Source: an optimization exercise on an open RTL-to-GDS flow (aim: small area, a short achievable clock period and few clock cycles per item). Production flows keep margins and buffers that such runs may drop.
In this exercise RTL edits were held to simulation tests only and were not proved equivalent to the original.
Power and IR drop assume default switching activity.

<file path="run.sh">
#!/bin/bash
# synth_recipe.tcl (not shown) runs the flow's synth.tcl, then flattens the netlist and writes it again
# the make line also repeats each setting of config.mk as NAME=value (left out here)
make -C /OpenROAD-flow-scripts/flow DESIGN_CONFIG=/design/flow/config.mk WORK_HOME=/design/flow/orfs CLKGATE_MAP_FILE= SYNTH_SCRIPT=/design/flow/synth_recipe.tcl finish
</file>
<file path="config.mk">
export PLATFORM = sky130hd
export DESIGN_NAME = dcache_top
export DESIGN_NICKNAME = dcache_top
export VERILOG_FILES = /design/flow/design.v
export SDC_FILE = /design/flow/constraint.sdc
export NUM_CORES = 4
export LEC_CHECK = 0
export CAP_MARGIN = 20
export CORE_MARGIN = 2
export CORE_UTILIZATION = 25
export PLACE_DENSITY = 0.35
export SETUP_SLACK_MARGIN = 0.3
export SLEW_MARGIN = 20
</file>
<file path="constraint.sdc">
create_clock -name core_clock -period 7.5 [get_ports {CLK}]
set_input_delay 1.5000 -clock core_clock [delete_from_list [all_inputs] [get_ports {CLK}]]
set_output_delay 1.5000 -clock core_clock [all_outputs]
set_load 0.01 [all_outputs]
</file>
<file path="design.v">
package cache_cfg_pkg;
  typedef logic [31:0] word_t;
  typedef logic [25:0] tag_t;
  typedef logic [2:0] set_idx_t;
  typedef logic word_sel_t;
  typedef logic [3:0] frame_t;
  localparam int NUM_FRAMES = 16;
  localparam int BYTE_OFFSET_BITS = 2;
endpackage
package cache_ctrl_pkg;
  typedef enum logic [3:0] {
    IDLE,
    WB0,
    WB1,
    FILL0,
    FILL1,
    FLUSH_SCAN,
    FLUSH_WB0,
    FLUSH_WB1,
    DONE
  } ctrl_state_t;
  typedef enum logic [1:0] {
    MEM_NONE  = 2'b00,
    MEM_READ  = 2'b01,
    MEM_WRITE = 2'b10
  } mem_op_t;
endpackage
`timescale 1ns/1ps
module tag_array (
  input  logic                   CLK,
  input  logic                   nRST,
  input  cache_cfg_pkg::tag_t     req_tag,
  input  cache_cfg_pkg::set_idx_t req_set,
  input  logic                   req_valid,
  input  logic                   write_hit,
  output logic                   hit,
  output cache_cfg_pkg::frame_t   hit_frame,
  input  cache_cfg_pkg::frame_t   actl_frame,
  input  cache_cfg_pkg::tag_t     actl_fill_tag,
  input  logic                   actl_tag_we,
  input  logic                   actl_clean,
  output cache_cfg_pkg::frame_t   actl_victim_frame,
  output logic                   actl_victim_dirty,
  output cache_cfg_pkg::tag_t     actl_victim_tag,
  output logic                   actl_frame_dirty
);
  localparam int NUM_SETS = cache_cfg_pkg::NUM_FRAMES / 2;
  cache_cfg_pkg::tag_t                  tags [cache_cfg_pkg::NUM_FRAMES];
  logic [cache_cfg_pkg::NUM_FRAMES-1:0] valid;
  logic [cache_cfg_pkg::NUM_FRAMES-1:0] dirty;
  logic [NUM_SETS-1:0]   lru;
  cache_cfg_pkg::frame_t way0_frame;
  cache_cfg_pkg::frame_t way1_frame;
  cache_cfg_pkg::frame_t victim;
  logic   hit0;
  logic   hit1;
  assign way0_frame = {req_set, 1'b0};
  assign way1_frame = {req_set, 1'b1};
  assign hit0 = valid[way0_frame] && (tags[way0_frame] == req_tag);
  assign hit1 = valid[way1_frame] && (tags[way1_frame] == req_tag);
  assign hit       = hit0 | hit1;
  assign hit_frame = hit1 ? way1_frame : way0_frame;
  assign victim            = {req_set, lru[req_set]};
  assign actl_victim_frame = victim;
  assign actl_victim_dirty = dirty[victim];
  assign actl_victim_tag  = tags[actl_frame];
  assign actl_frame_dirty = dirty[actl_frame];
  always_ff @(posedge CLK)
  begin
    if (actl_tag_we)
    begin
      tags[actl_frame] <= actl_fill_tag;
    end
  end
  always_ff @(posedge CLK, negedge nRST)
  begin
    if (!nRST)
    begin
      valid <= '0;
      dirty <= '0;
      lru   <= '0;
    end
    else
    begin
      if (hit && req_valid)
      begin
        lru[req_set] <= ~hit_frame[0];
      end
      if (write_hit)
      begin
        dirty[hit_frame] <= 1'b1;
      end
      if (actl_clean)
      begin
        dirty[actl_frame] <= 1'b0;
      end
      if (actl_tag_we)
      begin
        valid[actl_frame] <= 1'b1;
        dirty[actl_frame] <= 1'b0;
      end
    end
  end
endmodule
`timescale 1ns/1ps
module data_array (
  input  logic                    CLK,
  input  logic                    nRST,
  input  cache_cfg_pkg::frame_t    hit_frame,
  input  cache_cfg_pkg::word_sel_t req_word,
  input  logic                    write_hit,
  input  cache_cfg_pkg::word_t     dstore,
  output cache_cfg_pkg::word_t     dload,
  input  cache_cfg_pkg::frame_t    actl_frame,
  input  cache_cfg_pkg::word_sel_t actl_word,
  input  logic                    actl_fill_we,
  input  cache_cfg_pkg::word_t     actl_fill_data,
  output cache_cfg_pkg::word_t     actl_rd_word
);
  localparam int NUM_WORDS = cache_cfg_pkg::NUM_FRAMES * 2;
  cache_cfg_pkg::word_t words [NUM_WORDS];
  logic [4:0] cpu_addr;
  logic [4:0] ctrl_addr;
  assign cpu_addr  = {hit_frame, req_word};
  assign ctrl_addr = {actl_frame, actl_word};
  assign dload = words[cpu_addr];
  assign actl_rd_word = words[ctrl_addr];
  always_ff @(posedge CLK, negedge nRST)
  begin
    if (!nRST)
    begin
      for (int i = 0; i < NUM_WORDS; i++)
      begin
        words[i] <= '0;
      end
    end
    else
    begin
      if (write_hit)
      begin
        words[cpu_addr] <= dstore;
      end
      if (actl_fill_we)
      begin
        words[ctrl_addr] <= actl_fill_data;
      end
    end
  end
endmodule
`timescale 1ns/1ps
module miss_flush_fsm (
  input  logic                    CLK,
  input  logic                    nRST,
  input  logic                    halt,
  input  logic                    req_valid,
  input  logic                    hit,
  input  cache_cfg_pkg::tag_t      req_tag,
  input  cache_cfg_pkg::set_idx_t  req_set,
  output logic                    mem_ren,
  output logic                    mem_wen,
  output cache_cfg_pkg::word_t     mem_addr,
  output cache_cfg_pkg::word_t     mem_store,
  input  cache_cfg_pkg::word_t     mem_load,
  input  logic                    mem_wait,
  output logic                    flushed,
  output cache_cfg_pkg::frame_t    actl_frame,
  output cache_cfg_pkg::word_sel_t actl_word,
  output logic                    actl_fill_we,
  output cache_cfg_pkg::word_t     actl_fill_data,
  output cache_cfg_pkg::tag_t      actl_fill_tag,
  output logic                    actl_tag_we,
  output logic                    actl_clean,
  input  cache_cfg_pkg::frame_t    actl_victim_frame,
  input  logic                    actl_victim_dirty,
  input  cache_cfg_pkg::tag_t      actl_victim_tag,
  input  logic                    actl_frame_dirty,
  input  cache_cfg_pkg::word_t     actl_rd_word
);
    cache_ctrl_pkg::ctrl_state_t state;
  cache_ctrl_pkg::ctrl_state_t next_state;
  cache_cfg_pkg::frame_t victim_q;
  cache_cfg_pkg::frame_t flush_cnt;
  cache_ctrl_pkg::mem_op_t   mem_op;
  cache_cfg_pkg::frame_t    sel_frame;
  cache_cfg_pkg::word_sel_t sel_word;
  cache_cfg_pkg::set_idx_t  sel_set;
  cache_cfg_pkg::word_t     wb_addr;
  cache_cfg_pkg::word_t     fill_addr;
  logic      flush_mode;
  logic      flush_last;
  assign flush_mode = (state == cache_ctrl_pkg::FLUSH_SCAN) || (state == cache_ctrl_pkg::FLUSH_WB0) ||
                      (state == cache_ctrl_pkg::FLUSH_WB1);
  assign flush_last = (flush_cnt == cache_cfg_pkg::frame_t'(cache_cfg_pkg::NUM_FRAMES - 1));
  assign sel_frame = flush_mode ? flush_cnt : victim_q;
  assign sel_word  = (state == cache_ctrl_pkg::WB1) || (state == cache_ctrl_pkg::FILL1) || (state == cache_ctrl_pkg::FLUSH_WB1);
  assign sel_set   = sel_frame[3:1];
  assign wb_addr   = {actl_victim_tag, sel_set, sel_word, {cache_cfg_pkg::BYTE_OFFSET_BITS{1'b0}}};
  assign fill_addr = {req_tag, req_set, sel_word, {cache_cfg_pkg::BYTE_OFFSET_BITS{1'b0}}};
  assign actl_frame     = sel_frame;
  assign actl_word      = sel_word;
  assign actl_fill_data = mem_load;
  assign actl_fill_tag  = req_tag;
  assign actl_fill_we   = ((state == cache_ctrl_pkg::FILL0) || (state == cache_ctrl_pkg::FILL1)) && !mem_wait;
  assign actl_tag_we    = (state == cache_ctrl_pkg::FILL1) && !mem_wait;
  assign actl_clean     = (state == cache_ctrl_pkg::FLUSH_WB1) && !mem_wait;
  always_comb
  begin
    case (state)
      cache_ctrl_pkg::WB0, cache_ctrl_pkg::WB1, cache_ctrl_pkg::FLUSH_WB0, cache_ctrl_pkg::FLUSH_WB1: mem_op = cache_ctrl_pkg::MEM_WRITE;
      cache_ctrl_pkg::FILL0, cache_ctrl_pkg::FILL1:                   mem_op = cache_ctrl_pkg::MEM_READ;
      default:                        mem_op = cache_ctrl_pkg::MEM_NONE;
    endcase
  end
  assign mem_ren   = mem_op[0];
  assign mem_wen   = mem_op[1];
  assign mem_addr  = mem_ren ? fill_addr : (mem_wen ? wb_addr : '0);
  assign mem_store = mem_wen ? actl_rd_word : '0;
  assign flushed = (state == cache_ctrl_pkg::DONE);
  always_comb
  begin
    next_state = state;
    case (state)
      cache_ctrl_pkg::IDLE:
      begin
        if (halt)
        begin
          next_state = cache_ctrl_pkg::FLUSH_SCAN;
        end
        else if (req_valid && !hit)
        begin
          next_state = actl_victim_dirty ? cache_ctrl_pkg::WB0 : cache_ctrl_pkg::FILL0;
        end
      end
      cache_ctrl_pkg::WB0:        if (!mem_wait) next_state = cache_ctrl_pkg::WB1;
      cache_ctrl_pkg::WB1:        if (!mem_wait) next_state = cache_ctrl_pkg::FILL0;
      cache_ctrl_pkg::FILL0:      if (!mem_wait) next_state = cache_ctrl_pkg::FILL1;
      cache_ctrl_pkg::FILL1:      if (!mem_wait) next_state = cache_ctrl_pkg::IDLE;
      cache_ctrl_pkg::FLUSH_SCAN:
      begin
        if (actl_frame_dirty)
        begin
          next_state = cache_ctrl_pkg::FLUSH_WB0;
        end
        else if (flush_last)
        begin
          next_state = cache_ctrl_pkg::DONE;
        end
      end
      cache_ctrl_pkg::FLUSH_WB0:  if (!mem_wait) next_state = cache_ctrl_pkg::FLUSH_WB1;
      cache_ctrl_pkg::FLUSH_WB1:
      begin
        if (!mem_wait)
        begin
          next_state = flush_last ? cache_ctrl_pkg::DONE : cache_ctrl_pkg::FLUSH_SCAN;
        end
      end
      cache_ctrl_pkg::DONE:       next_state = cache_ctrl_pkg::DONE;
      default:    next_state = cache_ctrl_pkg::IDLE;
    endcase
  end
  always_ff @(posedge CLK, negedge nRST)
  begin
    if (!nRST)
    begin
      state     <= cache_ctrl_pkg::IDLE;
      victim_q  <= '0;
      flush_cnt <= '0;
    end
    else
    begin
      state <= next_state;
      if ((state == cache_ctrl_pkg::IDLE) && !halt && req_valid && !hit)
      begin
        victim_q <= actl_victim_frame;
      end
      if ((state == cache_ctrl_pkg::IDLE) && halt)
      begin
        flush_cnt <= '0;
      end
      else if ((state == cache_ctrl_pkg::FLUSH_SCAN) && !actl_frame_dirty && !flush_last)
      begin
        flush_cnt <= flush_cnt + 1'b1;
      end
      else if ((state == cache_ctrl_pkg::FLUSH_WB1) && !mem_wait && !flush_last)
      begin
        flush_cnt <= flush_cnt + 1'b1;
      end
    end
  end
endmodule
`timescale 1ns/1ps
module dcache_top (
  input  logic                CLK,
  input  logic                nRST,
  input  logic                halt,
  input  logic                dren,
  input  logic                dwen,
  input  cache_cfg_pkg::word_t daddr,
  input  cache_cfg_pkg::word_t dstore,
  output logic                dhit,
  output cache_cfg_pkg::word_t dload,
  output logic                mem_ren,
  output logic                mem_wen,
  output cache_cfg_pkg::word_t mem_addr,
  output cache_cfg_pkg::word_t mem_store,
  input  cache_cfg_pkg::word_t mem_load,
  input  logic                mem_wait,
  output logic                flushed
);
  cache_cfg_pkg::tag_t      req_tag;
  cache_cfg_pkg::set_idx_t  req_set;
  cache_cfg_pkg::word_sel_t req_word;
  logic      req_valid;
  logic      hit;
  logic      write_hit;
  cache_cfg_pkg::frame_t    hit_frame;
  cache_cfg_pkg::frame_t    actl_frame;
  cache_cfg_pkg::word_sel_t actl_word;
  logic      actl_fill_we;
  cache_cfg_pkg::word_t     actl_fill_data;
  cache_cfg_pkg::tag_t      actl_fill_tag;
  logic      actl_tag_we;
  logic      actl_clean;
  cache_cfg_pkg::frame_t    actl_victim_frame;
  logic      actl_victim_dirty;
  cache_cfg_pkg::tag_t      actl_victim_tag;
  logic      actl_frame_dirty;
  cache_cfg_pkg::word_t     actl_rd_word;
  assign req_tag  = daddr[31:6];
  assign req_set  = daddr[5:3];
  assign req_word = daddr[2];
  assign req_valid = dren | dwen;
  assign dhit      = hit & req_valid;
  assign write_hit = hit & dwen;
  tag_array u_tags (
    .CLK               (CLK),
    .nRST              (nRST),
    .req_tag           (req_tag),
    .req_set           (req_set),
    .req_valid         (req_valid),
    .write_hit         (write_hit),
    .hit               (hit),
    .hit_frame         (hit_frame),
    .actl_frame        (actl_frame),
    .actl_fill_tag     (actl_fill_tag),
    .actl_tag_we       (actl_tag_we),
    .actl_clean        (actl_clean),
    .actl_victim_frame (actl_victim_frame),
    .actl_victim_dirty (actl_victim_dirty),
    .actl_victim_tag   (actl_victim_tag),
    .actl_frame_dirty  (actl_frame_dirty)
  );
  data_array u_data (
    .CLK            (CLK),
    .nRST           (nRST),
    .hit_frame      (hit_frame),
    .req_word       (req_word),
    .write_hit      (write_hit),
    .dstore         (dstore),
    .dload          (dload),
    .actl_frame     (actl_frame),
    .actl_word      (actl_word),
    .actl_fill_we   (actl_fill_we),
    .actl_fill_data (actl_fill_data),
    .actl_rd_word   (actl_rd_word)
  );
  miss_flush_fsm u_ctrl (
    .CLK               (CLK),
    .nRST              (nRST),
    .halt              (halt),
    .req_valid         (req_valid),
    .hit               (hit),
    .req_tag           (req_tag),
    .req_set           (req_set),
    .mem_ren           (mem_ren),
    .mem_wen           (mem_wen),
    .mem_addr          (mem_addr),
    .mem_store         (mem_store),
    .mem_load          (mem_load),
    .mem_wait          (mem_wait),
    .flushed           (flushed),
    .actl_frame        (actl_frame),
    .actl_word         (actl_word),
    .actl_fill_we      (actl_fill_we),
    .actl_fill_data    (actl_fill_data),
    .actl_fill_tag     (actl_fill_tag),
    .actl_tag_we       (actl_tag_we),
    .actl_clean        (actl_clean),
    .actl_victim_frame (actl_victim_frame),
    .actl_victim_dirty (actl_victim_dirty),
    .actl_victim_tag   (actl_victim_tag),
    .actl_frame_dirty  (actl_frame_dirty),
    .actl_rd_word      (actl_rd_word)
  );
endmodule
</file>
==> results.py <==
metrics = {
    "run_status": {
        "outcome": "complete, no violations",
    },
    "timing": {
        "slew_headroom": 0.1355,
        "layout_min_cycle_time_ns": 7.194,
        "tightest_slew_ns": 1.297,
        "setup_viol": 0,
        "rsz0062_at_grt": "true",
        "hold_viol_final": 0,
        "timing.final.ws_setup_ns": 0.3057,
        "drv_slew": 0,
        "finClkSkew_ns": 0.09154,
        "fmax_ghz": 0.1390,
        "min_period_over_period": 0.9592,
    },
    "finish": {
        "seqCellArea_mm2": 0.03942,
        "final_cells": 13030,
        "multi_input_area_mm2": 0.04127,
        "drive_gt1_frac": 0.1344,
        "fin_area_mm2": 0.1002,
        "final_util": 0.3028,
        "area_growth_pct": 20.32,
        "fin_nets": 8609,
        "fill_cells": 34090,
    },
    "logic_synthesis": {
        "ys_dominant_reg_cell": "dfrtp_1",
        "yosysSeqAreaShare": 0.4734,
        "synth_cell_type_count": 74,
        "yosysTopAreaCell": "dfrtp_1",
        "postSynthCellCount": 8448,
        "syn_area_mm2": 0.08326,
        "synthArstFlopShare": 0.7212,
        "yosysMostFrequentCell": "mux2i_1",
        "synth_top_cell_area_share": 0.3234,
        "yosys-top-cells-area": "dfrtp_1 32%, edfxtp_1 15%, mux2i_1 14%, nand2_1 4.4%, a21oi_1 4.2%",
        "syn_avg_cell_area_um2": 9.855,
        "synth.top_cells.by_count": "1123 x mux2i_1, 1076 x dfrtp_1, 979 x nand2_1, 755 x nor2_1, 707 x a21oi_1",
        "synth_warnings": 4,
        "ys_ff_latch": 1492,
        "synth_edf_count": 416,
    },
    "pwr": {
        "pwr-share-clk": 0.269,
        "irDropWorstVdd_mv": 0.4347,
        "switching_share": 0.4252,
        "p_sw_mw": 15.37,
        "p_seq_frac": 0.355,
        "p_comb_frac": 0.376,
        "internal-power_mw": 20.79,
        "power_leakage_nw": 46.55,
        "power_density_mw_per_mm2": 361.0,
    },
    "route": {
        "vias": 78310,
        "drcViolationCount": 0,
        "ant_nets": 0,
        "drt_iter0_markers": 12180,
        "drt-total-wl_mm": 522.6,
        "dr.pass1.iters": 10,
        "wl_per_cell_um": 40.10,
        "vias_per_cell": 6.009,
    },
    "floorplan": {
        "die_area_mm2": 0.3377,
        "pin_count": 202,
        "core_area_mm2": 0.3308,
        "start_util": 0.2517,
        "dieHeight_um": 581.1,
        "fp-row-count": 211,
        "die_w_um": 581.1,
    },
    "global_routing": {
        "grt_first_pass_wirelength_mm": 693.9,
        "grt_pass1_vias": 73660,
        "grt_max_degree": 132,
        "grtUsageTotal": 0.2977,
        "antenna_found_initial": 31,
        "grt-ovfl-total": 0,
    },
    "worst_setup_path": {
        "crit_arrival_ns": 5.69,
        "worstPathMaxFanout": 13,
        "cp-end-kind": "primary output",
        "cp-start-kind": "primary input",
        "required_ns": 6.00,
        "criticalPathCategory": "primary input to primary output",
    },
    "clocking": {
        "clock-sinks": 1492,
        "htreeDepth": 4,
        "path_clk_slew_ns": 0.06,
        "cts_made_buffers": 196,
        "clk_path_buf_depth": 4,
        "cts_root_buf": "clkbuf_16",
        "cts_tree": "yes",
        "clk-insertion-delay-late_ns": 0.95,
    },
    "flow_run": {
        "cap_violations": 0,
    },
    "place": {
        "io_buffer_count": 197,
        "place_area_mm2": 0.09268,
        "pre_cts_ws_ns": -0.1456,
        "dp_hpwl_mm": 302.4,
        "gp_congestion": 0.8991,
        "dp.cells": 12610,
    },
    "worst_hold_path": {
        "min_path_type": "flop to flop",
    },
}
-- area by class of cell --
| type | instances | share of cell area |
|---|---|---|
| clock buffer | 285 | 0.05612 |
| tap | 4366 | 0.05453 |
| sequential | 1492 | 0.3935 |
| antenna | 16 | 0.0003997 |
| multi-input combinational | 6045 | 0.4120 |
| timing repair buffer | 740 | 0.07529 |
| inverter | 16 | 0.0006745 |
| clock inverter | 71 | 0.007507 |
-- timing repair --
item,CTS,global route
cloned,3,3
setup buffers,34,13
pin swaps,12,10
gates resized for setup,43,50
hold buffers,0,0
setup endpoints to repair,64,52
-- power by group through the flow --
stage               Clock (mW)  Sequential [mW]  Combinational, mW
floorplan                    0             11.8               7.01
global placement             0             12.8               13.1
detailed placement           0             12.8               13.2
CTS                       9.87             12.7               13.4
global route              10.2             13.0               14.3
finish                    9.73             12.8               13.6
-- metal layers --
layer | share of wire | up-vias | GRT usage
li1 | - | 31620 | -
met1 | 0.43 | 40330 | 0.4156
met2 | 0.42 | 5156 | 0.4360
met3 | 0.094 | 1186 | 0.06791
met4 | 0.051 | 10 | 0.1315
met5 | 0.00015 | - | 0
-- worst max-delay path, cell delays in order --
cell and delay (ns):
clkbuf_16 0.17, nand2_1 0.33, o22ai_1 0.14, or3_1 0.41, a2111oi_2 0.40, nand4b_1 0.14, or4_4 0.56, buf_4 0.18
nor2_4 0.15, buf_12 0.18, o2111ai_1 0.11, a222oi_1 0.52, o21ai_1 0.14, buf_4 0.20, clkdlybuf4s50_1 0.48
-- path summary, 6_finish.rpt --
path | from | to | slack, ns | cells past startpoint
min in group asynchronous | nRST | u_data.words[17][29] | 0.65 | 1
max | daddr[3] | dload[5] | 0.31 | 15
min reg2reg | u_tags.valid[12] | u_tags.valid[12] | 0.45 | 1
max reg2reg | u_ctrl.state[3] | u_tags.tags[9][11] | 2.31 | 11
max in group asynchronous | nRST | u_data.words[2][18] | 5.32 | 2
min | u_tags.valid[12] | u_tags.valid[12] | 0.45 | 1
-- cells by family after synthesis --
family                   after synthesis  share of synthesized area
XOR/XNOR                              52                   0.005470
buffers and inverters                912                    0.04611
other                                  1                 0.00004504
flip-flops                          1492                     0.4734
AND/OR/NAND/NOR                     2384                     0.1228
AO/OA/AOI/OAI                       2346                     0.1869
adder cells (fa/ha/maj)               16                   0.002404
multiplexers                        1245                     0.1629
-- state kept, by name (all words and copies together) (netlist names) --
name	flops
u_ctrl.flush_cnt	4
u_ctrl.state	4
u_ctrl.victim_q	4
u_data.words	1024
u_tags.dirty	16
u_tags.lru	8
u_tags.tags	416
u_tags.valid	16
-- through the flow --
step           hold WS (ns)  total power, mW  TNS [ns]
2_1_floorplan        0.4226            18.78         0
3_3_place_gp         0.4325            25.86    -1.918
3_5_place_dp         0.4404            25.99   -0.7739
4_1_cts              0.4546            35.94         0
5_1_grt              0.4797            37.50         0
6_report             0.4545            36.16         0
-- cells in the final DEF (no fill, tap or decap), drive strengths merged, types with 84 or more instances in the layout --
cell type and instances:
a222oi 110, a221oi 228, nand2 989, mux2i 1123
a22oi 335, a21oi 707, nand3 280, a22o 221
edfxtp 416, dfrtp 1076, clkdlybuf4s50 178, nor2 755
buf 545, nand4 127, o21ai 499, mux4 84
clkbuf 289
Testbench counts, summed over its fixed seeds: cycles 44,453, accesses 16,000.

port drivers added, routing unchanged:
No port has a modelled driver above. Below, the same layout with a new extraction and two added sets of constraints.
Step 1: set_driving_cell puts a clkbuf_16 on CLK and a buf_2 on each other input, an assumption about the parent block.
Step 2, shift: input delay + t, output delay - t, t = (earliest + latest rising clock arrival at the registers) / 2. This alone moves slack from input paths to output paths.
a / b / c = ideal ports / drivers / drivers and shift; a / b = the first two.
shift t [ns]: 0.995
setup WS [ns]: 0.306 / 0.261 / 0.261
worst slew at a driven data input, ns: 0.19
After both steps this run still meets setup and hold. For this run, drivers alone change the setup slack by -0.045 ns; drivers and shift together by -0.045 ns.
